This design comes from an exercise in tuning for small area, a short achievable clock period and few clock cycles per item on the open sky130 flow, not from production work.
At most, simulation tests tie the RTL to the original design; equivalence was not proved.

==> inputs of v8 <==
## led_cube_node_to_coordinate_unit
module led_cube_node_to_coordinate_unit (
  input  wire logic        clk_i,
  input  wire logic        rst_ni,
  input  wire logic        start_i,
  output logic             busy_o,
  input  wire logic [17:0] node_index_i,
  output logic             done_o,
  output logic [5:0]       voxel_x_o,
  output logic [5:0]       voxel_y_o,
  output logic [5:0]       voxel_z_o,
  output logic             index_out_of_range_o,
  input  wire logic        cfg_we_i,
  input  wire logic [2:0]  cfg_idx_i,
  input  wire logic [6:0]  cfg_data_i
);
  logic [5:0] wdim_q, hdim_q, ddim_q;
  logic [2:0] corner_q, style_q;
  logic [1:0] sstyle_q;
  logic       layer_q;
  logic [5:0] dim_wr;
  assign dim_wr = (cfg_data_i == 7'd0) ? 6'd0 : (cfg_data_i > 7'd64) ? 6'd63 : 6'(cfg_data_i - 7'd1);
  always_ff @(posedge clk_i or negedge rst_ni) begin
    if (!rst_ni) begin
      wdim_q   <= 6'd0;
      hdim_q   <= 6'd0;
      ddim_q   <= 6'd0;
      corner_q <= 3'd0;
      style_q  <= 3'd0;
  ...
make LEC_CHECK=0 ABC_AREA=1 CAP_MARGIN=20 CORE_MARGIN=2 CORE_UTILIZATION=40 SETUP_SLACK_MARGIN=3.1 SLEW_MARGIN=20 finish   # period 5.5 ns
run.sh (not shown) runs the stock make flow with config.mk's settings and CLKGATE_MAP_FILE= SYNTH_SCRIPT=/design/flow/synth_recipe.tcl, a recipe that flattens the netlist after the stock synthesis.
==> inputs of v24, as changes to v8 <==
--- a/flow/design.v
+++ b/flow/design.v
@@ -126,29 +126,16 @@
     w_m1_q <= w_m1_d;
     h_m1_q <= h_m1_d;
     d_m1_q <= d_m1_d;
   end
   function automatic logic [6:0] dstep(input logic [5:0] r, input logic b, input logic [5:0] m);
     logic [6:0] t;
-    logic [5:0] g, p;
-    logic       g10, p10, g32, p32, g54, p54, g20, g30, g40, g50;
-    logic [6:0] c;
-    logic [5:0] d;
+    logic [7:0] sm;
     t = {r, b};
-    g = t[5:0] & ~m;
-    p = t[5:0] ^ ~m;
-    g10 = g[1] | (p[1] & g[0]);
-    g32 = g[3] | (p[3] & g[2]);  p32 = p[3] & p[2];
-    g54 = g[5] | (p[5] & g[4]);  p54 = p[5] & p[4];
-    g20 = g[2] | (p[2] & g10);
-    g30 = g32 | (p32 & g10);
-    g40 = g[4] | (p[4] & g30);
-    g50 = g54 | (p54 & g30);
-    c = {t[6] | g50, g40, g30, g20, g10, g[0], 1'b0};
-    d = p ^ c[5:0];
-    dstep = {c[6], c[6] ? d : t[5:0]};
+    sm = {1'b0, t} + {2'b01, ~m};
+    dstep = {sm[7], sm[7] ? sm[5:0] : t[5:0]};
   endfunction
   assign busy_o = 1'b0;
   logic        v_in;
   logic [17:0] idx_in;
   assign v_in   = start_i;
   assign idx_in = node_index_i;
Settings changed: ABC_AREA 1 to default.
==> results.toml <==
[outcome]
status = "no timing/DRC/antenna violations"

[worst_setup_path]
worstRegToRegCells = 21
max_stage_delay_ps = 530

[sta]
fin_worst_skew_ps = 18.6

[routing]
via_count = 10600
met3WireLength_um = 1140

[die]
rows = 64

[logic_synthesis]
synth_commonest_cells = "nand2_1 (377), inv_1 (185), dfxtp_1 (176)"
synthSimpleGateAreaFrac_pct = 19.2

[cells_and_area]
multi_input_area_share_pct = 50.4
num-nonclk-inverters = 192

[cts]
postCtsSetupBuffers = 101
-- figures above: v8

==> results.toml <==
[cells_and_area]
multi_input_area_share_pct = 53.0
multi_input_area_um2 = 8950
num-nonclk-inverters = 115
nonClkBufAreaFrac_pct = 9.54

[routing]
met3WireLength_um = 1340
via_count = 10200

[min_path]
min_path_type = "flop to flop"

[outcome]
status = "no timing/DRC/antenna violations"

[cts]
postCtsSetupBuffers = 93
clkSlewWorstSetupHoldPaths_ps = 60

[die]
rows = 66

[worst_setup_path]
max_stage_delay_ps = 460
worstRegToRegCells = 18
worst_setup_path_end_kind = "flop"

[sta]
fin_worst_skew_ps = 24.8
-- figures above: v24

Function was not checked in any run of this note: the RTL went through the layout flow alone.

========
==> inputs of wip/garnet <==
Another version of the RTL of led_cube_node_to_coordinate_unit (not shown whole).
clock: 5.5 ns
lec_check: 0
abc_area: 1
cap_margin: 20
core_margin: 2
core_utilization: 40
cts_cluster_diameter: 120
cts_cluster_size: 24
setup_slack_margin: 3.3
slew_margin: 20
tns_end_percent: 5
standard.sh (not shown) runs the stock make flow with config.mk's settings and CLKGATE_MAP_FILE= SYNTH_SCRIPT=/design/flow/synth_recipe.tcl, a recipe that flattens the netlist after the stock synthesis.
==> flow/flow/run.sh <==
#!/bin/bash
# The standard layout, with the port buffers made of sky130_fd_sc_hd__buf_2 cells instead of
# the delay-buffer cells the resizer picks by default.
set -euo pipefail
bash standard.sh BUFFER_PORTS_ARGS="-buffer_cell sky130_fd_sc_hd__buf_2" finish > standard_make.log 2>&1
==> wip/willow: changes against wip/garnet <==
--- a/flow/config.mk
+++ b/flow/config.mk
@@ -6,11 +6,10 @@
 export NUM_CORES = 4
 export LEC_CHECK = 0
 export ABC_AREA = 1
 export CAP_MARGIN = 20
 export CORE_MARGIN = 2
-export CORE_UTILIZATION = 40
-export CTS_CLUSTER_DIAMETER = 120
-export CTS_CLUSTER_SIZE = 24
-export SETUP_SLACK_MARGIN = 3.3
+export CORE_UTILIZATION = 55
+export CTS_CLUSTER_DIAMETER = 150
+export CTS_CLUSTER_SIZE = 30
+export SETUP_SLACK_MARGIN = 3.35
 export SLEW_MARGIN = 20
-export TNS_END_PERCENT = 5
==> wip/pepper: changes against wip/garnet <==
--- a/flow/config.mk
+++ b/flow/config.mk
@@ -6,11 +6,11 @@
 export NUM_CORES = 4
 export LEC_CHECK = 0
 export ABC_AREA = 1
 export CAP_MARGIN = 20
 export CORE_MARGIN = 2
-export CORE_UTILIZATION = 40
+export CORE_UTILIZATION = 60
 export CTS_CLUSTER_DIAMETER = 120
 export CTS_CLUSTER_SIZE = 24
-export SETUP_SLACK_MARGIN = 3.3
+export PLACE_DENSITY = 0.7
+export SETUP_SLACK_MARGIN = 3.35
 export SLEW_MARGIN = 20
-export TNS_END_PERCENT = 5
==> wip/nickel: changes against wip/garnet <==
--- a/flow/design.v
+++ b/flow/design.v
@@ -99,20 +99,18 @@
       default: e = 6'd0;
     endcase
     orient = e;
   endfunction
   logic [5:0] oe;
-  logic [2:0] pm_q;
-  logic [5:0] oe_c;
-  assign oe_c = orient({corner_q, style_q});
+  logic [5:0] oe_q;
   logic [5:0] w_m1_d, h_m1_d, d_m1_d;
   logic [8:0] sel_c;
   logic [5:0] w_m1_q, h_m1_q, d_m1_q;
   logic [2:0] refl_c;
   logic       zig_c, alt_c, rev_layer_c, revx_c;
   always_comb begin
-    oe = {pm_q, oe_c[2:0]};
+    oe = oe_q;
     case (oe[5:3])
       3'd0: begin w_m1_d = wdim_q; h_m1_d = hdim_q; d_m1_d = ddim_q; end
       3'd1: begin w_m1_d = wdim_q; h_m1_d = ddim_q; d_m1_d = hdim_q; end
       3'd2: begin w_m1_d = hdim_q; h_m1_d = wdim_q; d_m1_d = ddim_q; end
       3'd3: begin w_m1_d = hdim_q; h_m1_d = ddim_q; d_m1_d = wdim_q; end
@@ -134,11 +132,11 @@
     alt_c       = (sstyle_q == 2'd2);
     rev_layer_c = !layer_q;
     revx_c      = !layer_q && !h_m1_q[0];
   end
   always_ff @(posedge clk_i) begin
-    pm_q   <= oe_c[5:3];
+    oe_q   <= orient({corner_q, style_q});
     w_m1_q <= w_m1_d;
     h_m1_q <= h_m1_d;
     d_m1_q <= d_m1_d;
   end
   function automatic logic [6:0] dstep(input logic [5:0] r, input logic b, input logic [5:0] m);
--- a/flow/config.mk
+++ b/flow/config.mk
@@ -7,10 +7,7 @@
 export LEC_CHECK = 0
 export ABC_AREA = 1
 export CAP_MARGIN = 20
 export CORE_MARGIN = 2
 export CORE_UTILIZATION = 40
-export CTS_CLUSTER_DIAMETER = 120
-export CTS_CLUSTER_SIZE = 24
-export SETUP_SLACK_MARGIN = 3.3
+export SETUP_SLACK_MARGIN = 3.25
 export SLEW_MARGIN = 20
-export TNS_END_PERCENT = 5
==> results.txt <==
Clock skew: wip/willow > wip/nickel > wip/garnet > wip/pepper. Register-to-register slack is about the same in wip/willow and wip/pepper.
==> figures <==
item                                        wip/garnet  wip/pepper  wip/nickel  wip/willow
Total Die Area                               40380 µm²   27160 µm²   39860 µm²   29570 µm²
Worst R2R Setup Slack                          3.39 ns     3.41 ns     3.37 ns     3.41 ns
Critical setup path kind                    reg -> out  reg -> reg  reg -> out  reg -> out
Via count of the first global-routing pass       11720       11400       11300       11210
Detailed route wirelength on metal2           15500 µm    15800 µm    14890 µm    15670 µm
Num rows                                            72          58          71          61
Number of signal-net buffers in the layout          73          80          66          87
Critical-path top delay cell                   dfrtp_1        ha_1     dfrtp_1     dfrtp_1
Result of the run     no timing/DRC/antenna violations  no timing/DRC/antenna violations  no timing/DRC/antenna violations  no timing/DRC/antenna violations
Testbench counts of wip/garnet, summed over its fixed seeds: cycles 32,448, items 32,000.
Testbench counts of wip/willow, summed over its fixed seeds: cycles 32,448, items 32,000.
Testbench counts of wip/pepper, summed over its fixed seeds: cycles 32,448, items 32,000.
Testbench counts of wip/nickel, summed over its fixed seeds: cycles 32,448, items 32,000.

========
==> run a <==
led_cube_node_to_coordinate_unit, a different RTL version from the one above (not shown whole).
// led_cube_node_to_coordinate_unit
module led_cube_node_to_coordinate_unit (
  input  wire logic        clk_i,
  input  wire logic        rst_ni,
  input  wire logic        start_i,
  output logic             busy_o,
  input  wire logic [17:0] node_index_i,
  output logic             done_o,
  output logic [5:0]       voxel_x_o,
  output logic [5:0]       voxel_y_o,
  output logic [5:0]       voxel_z_o,
  output logic             index_out_of_range_o,
  input  wire logic        cfg_we_i,
  input  wire logic [2:0]  cfg_idx_i,
  input  wire logic [6:0]  cfg_data_i
);
  logic [5:0] wdim_q, hdim_q, ddim_q;
  logic [2:0] corner_q, style_q;
  logic [1:0] sstyle_q;
  logic       layer_q;
  logic [5:0] dim_wr;
  assign dim_wr = (cfg_data_i == 7'd0) ? 6'd0 : (cfg_data_i > 7'd64) ? 6'd63 : 6'(cfg_data_i - 7'd1);
  always_ff @(posedge clk_i or negedge rst_ni) begin
    if (!rst_ni) begin
      wdim_q   <= 6'd0;
      hdim_q   <= 6'd0;
      ddim_q   <= 6'd0;
      corner_q <= 3'd0;
      style_q  <= 3'd0;
      sstyle_q <= 2'd0;
      layer_q  <= 1'b0;
    end else if (cfg_we_i) begin
      case (cfg_idx_i)
        3'd0: wdim_q   <= dim_wr;
        3'd1: hdim_q   <= dim_wr;
        3'd2: ddim_q   <= dim_wr;
        3'd3: corner_q <= cfg_data_i[2:0];
        3'd4: style_q  <= (cfg_data_i[2:1] == 2'b11) ? 3'd0 : cfg_data_i[2:0];
        3'd5: sstyle_q <= (cfg_data_i[1:0] == 2'd3) ? 2'd0 : cfg_data_i[1:0];
        3'd6: layer_q  <= cfg_data_i[0];
        default: ;
      endcase
    end
  end
  function automatic logic [5:0] orient(input logic [5:0] i);
    logic [5:0] e;
    case (i)
  ...
Settings: LEC_CHECK=0, ABC_AREA=1, CAP_MARGIN=20, CORE_MARGIN=2, CORE_UTILIZATION=40, SETUP_SLACK_MARGIN=3.45, SLEW_MARGIN=20; clock period 5.5 ns.
run.sh (not shown) runs the stock make flow with config.mk's settings and CLKGATE_MAP_FILE= SYNTH_SCRIPT=/design/flow/synth_recipe.tcl, a recipe that flattens the netlist after the stock synthesis.
Stock flow here: none of the scripts above is used.
==> run b: changes against run a <==
--- a/flow/design.v
+++ b/flow/design.v
@@ -93,17 +93,18 @@
       {3'd7, 3'd2}: e = {3'd5, 1'b1, 1'b1, 1'b0};
       {3'd7, 3'd3}: e = {3'd0, 1'b1, 1'b1, 1'b1};
       {3'd7, 3'd4}: e = {3'd1, 1'b1, 1'b0, 1'b1};
       {3'd7, 3'd5}: e = {3'd4, 1'b1, 1'b0, 1'b0};
       default: e = 6'd0;
     endcase
     orient = e;
   endfunction
-  logic [5:0] oe, oe_q;
+  logic [5:0] oe;
+  logic [5:0] oe_q;
   logic [5:0] w_m1_d, h_m1_d, d_m1_d;
   logic [8:0] sel_c;
   logic [5:0] w_m1_q, h_m1_q, d_m1_q;
   logic [2:0] refl_c;
   logic       zig_c, alt_c, rev_layer_c, revx_c;
   always_comb begin
     oe = oe_q;
     case (oe[5:3])
@@ -185,24 +186,25 @@
   logic s13_g2_39;
   logic [5:0] s13_r2_40;
   logic [5:0] s14_z_41;
   logic s14_oor_42;
   logic s14_revl_43;
   logic [5:0] s14_rc_44;
   logic s14_lo_45;
   logic [5:0] s14_u_46;
-  logic [5:0] s14_xa_47;
-  logic s14_fx_48;
-  logic [5:0] s14_vx_49;
-  logic [5:0] s14_vy_50;
-  logic [5:0] s14_vz_51;
-  logic [5:0] s15_ox_52;
-  logic [5:0] s15_oy_53;
-  logic [5:0] s15_oz_54;
+  logic [5:0] s14_uu_47;
+  logic [5:0] s14_xa_48;
+  logic s14_fx_49;
+  logic [5:0] s14_vx_50;
+  logic [5:0] s14_vy_51;
+  logic [5:0] s14_vz_52;
+  logic [5:0] s15_ox_53;
+  logic [5:0] s15_oy_54;
+  logic [5:0] s15_oz_55;
   assign s0_ovf_1 = ({1'b0, idx_in[17:12]} > {1'b0, w_m1_q});
   assign s0_r1_2 = idx_in[17:12];
   assign {s1_g1_3, s1_r1_4} = dstep(s0_r1_2, idx_in[11], w_m1_q);
   assign {s2_g1_5, s2_r1_6} = dstep(p1_r1_q, p1_i10_q, w_m1_q);
   assign {s3_g1_7, s3_r1_8} = dstep(p2_r1_q, p2_i9_q, w_m1_q);
   assign {s4_g1_9, s4_r1_10} = dstep(p3_r1_q, p3_i8_q, w_m1_q);
   assign {s5_g1_11, s5_r1_12} = dstep(p4_r1_q, p4_i7_q, w_m1_q);
   assign {s6_g1_13, s6_r1_14} = dstep(p5_r1_q, p5_i6_q, w_m1_q);
@@ -219,26 +221,27 @@
   assign {s11_g1_33, s11_r1_34} = dstep(p10_r1_q, p10_i1_q, w_m1_q);
   assign {s12_g2_35, s12_r2_36} = dstep(p11_r2_q, p11_q1_1_q, h_m1_q);
   assign {s12_g1_37, s12_r1_38} = dstep(p11_r1_q, p11_i0_q, w_m1_q);
   assign {s13_g2_39, s13_r2_40} = dstep(p12_r2_q, p12_q1_0_q, h_m1_q);
   assign s14_z_41 = {p13_z5_q, p13_z4_q, p13_z3_q, p13_z2_q, p13_z1_q, p13_z0_q};
   assign s14_oor_42 = p13_oor_q | (s14_z_41 > d_m1_q);
   assign s14_revl_43 = rev_layer_c & s14_z_41[0];
   assign s14_rc_44 = w_m1_q - p13_r1_q;
-  assign s14_lo_45 = (p13_r1_q <= {1'b0, w_m1_q[5:1]});
-  assign s14_u_46 = w_m1_q - {p13_r1_q[4:0], 1'b0};
-  assign s14_xa_47 = refl_c[0] ? (s14_lo_45 ? s14_u_46 : ~s14_u_46) : (s14_lo_45 ? {p13_r1_q[4:0], 1'b0} : {s14_rc_44[4:0], 1'b1});
-  assign s14_fx_48 = zig_c & (p13_r2_q[0] ^ (revx_c & s14_z_41[0]));
-  assign s14_vx_49 = alt_c ? s14_xa_47 : ((refl_c[0] ^ s14_fx_48) ? s14_rc_44 : p13_r1_q);
-  assign s14_vy_50 = (refl_c[1] ^ s14_revl_43) ? 6'(h_m1_q - p13_r2_q) : p13_r2_q;
-  assign s14_vz_51 = refl_c[2] ? 6'(d_m1_q - s14_z_41) : s14_z_41;
-  assign s15_ox_52 = {6{~s14_oor_42}} & (({6{sel_c[0]}} & s14_vx_49) | ({6{sel_c[1]}} & s14_vy_50) | ({6{sel_c[2]}} & s14_vz_51));
-  assign s15_oy_53 = {6{~s14_oor_42}} & (({6{sel_c[3]}} & s14_vx_49) | ({6{sel_c[4]}} & s14_vy_50) | ({6{sel_c[5]}} & s14_vz_51));
-  assign s15_oz_54 = {6{~s14_oor_42}} & (({6{sel_c[6]}} & s14_vx_49) | ({6{sel_c[7]}} & s14_vy_50) | ({6{sel_c[8]}} & s14_vz_51));
+  assign s14_uu_47 = {1'b0, w_m1_q[5:1]} - {1'b0, p13_r1_q[4:0]};
+  assign s14_lo_45 = ~s14_uu_47[5] & ~p13_r1_q[5];
+  assign s14_u_46 = {s14_uu_47[4:0], w_m1_q[0]};
+  assign s14_xa_48 = refl_c[0] ? (s14_lo_45 ? s14_u_46 : ~s14_u_46) : (s14_lo_45 ? {p13_r1_q[4:0], 1'b0} : {s14_rc_44[4:0], 1'b1});
+  assign s14_fx_49 = zig_c & (p13_r2_q[0] ^ (revx_c & s14_z_41[0]));
+  assign s14_vx_50 = alt_c ? s14_xa_48 : ((refl_c[0] ^ s14_fx_49) ? s14_rc_44 : p13_r1_q);
+  assign s14_vy_51 = (refl_c[1] ^ s14_revl_43) ? 6'(h_m1_q - p13_r2_q) : p13_r2_q;
+  assign s14_vz_52 = refl_c[2] ? 6'(d_m1_q - s14_z_41) : s14_z_41;
+  assign s15_ox_53 = {6{~s14_oor_42}} & (({6{sel_c[0]}} & s14_vx_50) | ({6{sel_c[1]}} & s14_vy_51) | ({6{sel_c[2]}} & s14_vz_52));
+  assign s15_oy_54 = {6{~s14_oor_42}} & (({6{sel_c[3]}} & s14_vx_50) | ({6{sel_c[4]}} & s14_vy_51) | ({6{sel_c[5]}} & s14_vz_52));
+  assign s15_oz_55 = {6{~s14_oor_42}} & (({6{sel_c[6]}} & s14_vx_50) | ({6{sel_c[7]}} & s14_vy_51) | ({6{sel_c[8]}} & s14_vz_52));
   logic p1_oor_q;
   logic [5:0] p1_r1_q;
   logic p1_i0_q;
   logic p1_i1_q;
   logic p1_i2_q;
   logic p1_i3_q;
   logic p1_i4_q;
   logic p1_i5_q;
@@ -576,19 +579,19 @@
     p13_r2_q <= s13_r2_40;
     p13_z5_q <= p12_z5_q;
     p13_z4_q <= p12_z4_q;
     p13_z3_q <= p12_z3_q;
     p13_z2_q <= p12_z2_q;
     p13_z1_q <= p12_z1_q;
     p13_z0_q <= s13_g2_39;
     p14_oor_q <= s14_oor_42;
-    p14_ox_q <= s15_ox_52;
-    p14_oy_q <= s15_oy_53;
-    p14_oz_q <= s15_oz_54;
+    p14_ox_q <= s15_ox_53;
+    p14_oy_q <= s15_oy_54;
+    p14_oz_q <= s15_oz_55;
   end
   assign done_o               = p14_v_q;
   assign voxel_x_o            = p14_ox_q;
   assign voxel_y_o            = p14_oy_q;
   assign voxel_z_o            = p14_oz_q;
   assign index_out_of_range_o = p14_oor_q;
 endmodule
 `default_nettype wire
- CTS_BUF_LIST: unset -> sky130_fd_sc_hd__clkbuf_8
- CTS_CLUSTER_SIZE: unset -> 30
- SETUP_SLACK_MARGIN: 3.45 -> 3.1
==> run c: changes against run a <==
- SETUP_SLACK_MARGIN: 3.45 -> unset
==> results.txt <==
Run b passed the timing, DRC and antenna checks. Run c passed the timing, DRC and antenna checks. Run a completed with no timing, DRC or antenna violations.
Of run c and run a, run a has the higher via count (gap 9.4%, measured against run a).
The highest hold slack belongs to run a, the lowest to run b.
Routed wire length, lowest first: run c, run b, run a.
Of run a and run b, run b has the higher first-iteration DRC count (gap 5.6%, measured against run b).
Testbench counts of run a, summed over its fixed seeds: cycles 32,448, items 32,000.
Testbench counts of run c, summed over its fixed seeds: cycles 32,448, items 32,000.
Function not checked in run b: the RTL went through the layout flow alone.

==> re-timing with driven ports <==
The flow's constraints put no driver on any port. The routed layouts listed below were extracted and timed again, unchanged, in two steps.
Step 1 sets driving cells, clkbuf_16 on the clock port and buf_2 on the other inputs (assumed; they add their load-dependent delay and slew).
Step 2, shift: input delay + t, output delay - t, t = (earliest + latest rising clock arrival at the registers) / 2. This alone moves slack from input paths to output paths.
Slacks: ideal ports / drivers / drivers and shift; pairs: ideal ports / drivers.
| run | t (ns) | setup slack, ns | worst data-port slew with drivers (ns) |
|---|---|---|---|
| v8 | 0.567 | 2.056 / 2.056 / 2.056 | 0.04 |
| v24 | 0.574 | 1.648 / 1.648 / 1.648 | 0.04 |
| wip/garnet | 0.580 | 3.373 / 3.320 / 2.876 | 0.03 |
| wip/willow | 0.536 | 3.395 / 3.345 / 2.995 | 0.03 |
| wip/pepper | 0.549 | 3.408 / 3.356 / 2.929 | 0.03 |
| wip/nickel | 0.583 | 3.368 / 3.316 / 2.884 | 0.04 |
| run a | 0.604 | 3.250 / 3.250 / 2.910 | 0.03 |
| run b | 0.694 | 3.146 / 3.095 / 2.587 | 0.04 |
| run c | 0.591 | 2.087 / 2.087 / 2.087 | 0.07 |
After both steps setup and hold are still met in every run listed. For run b, which loses most, drivers alone change the setup slack by -0.051 ns; drivers and shift together by -0.559 ns.
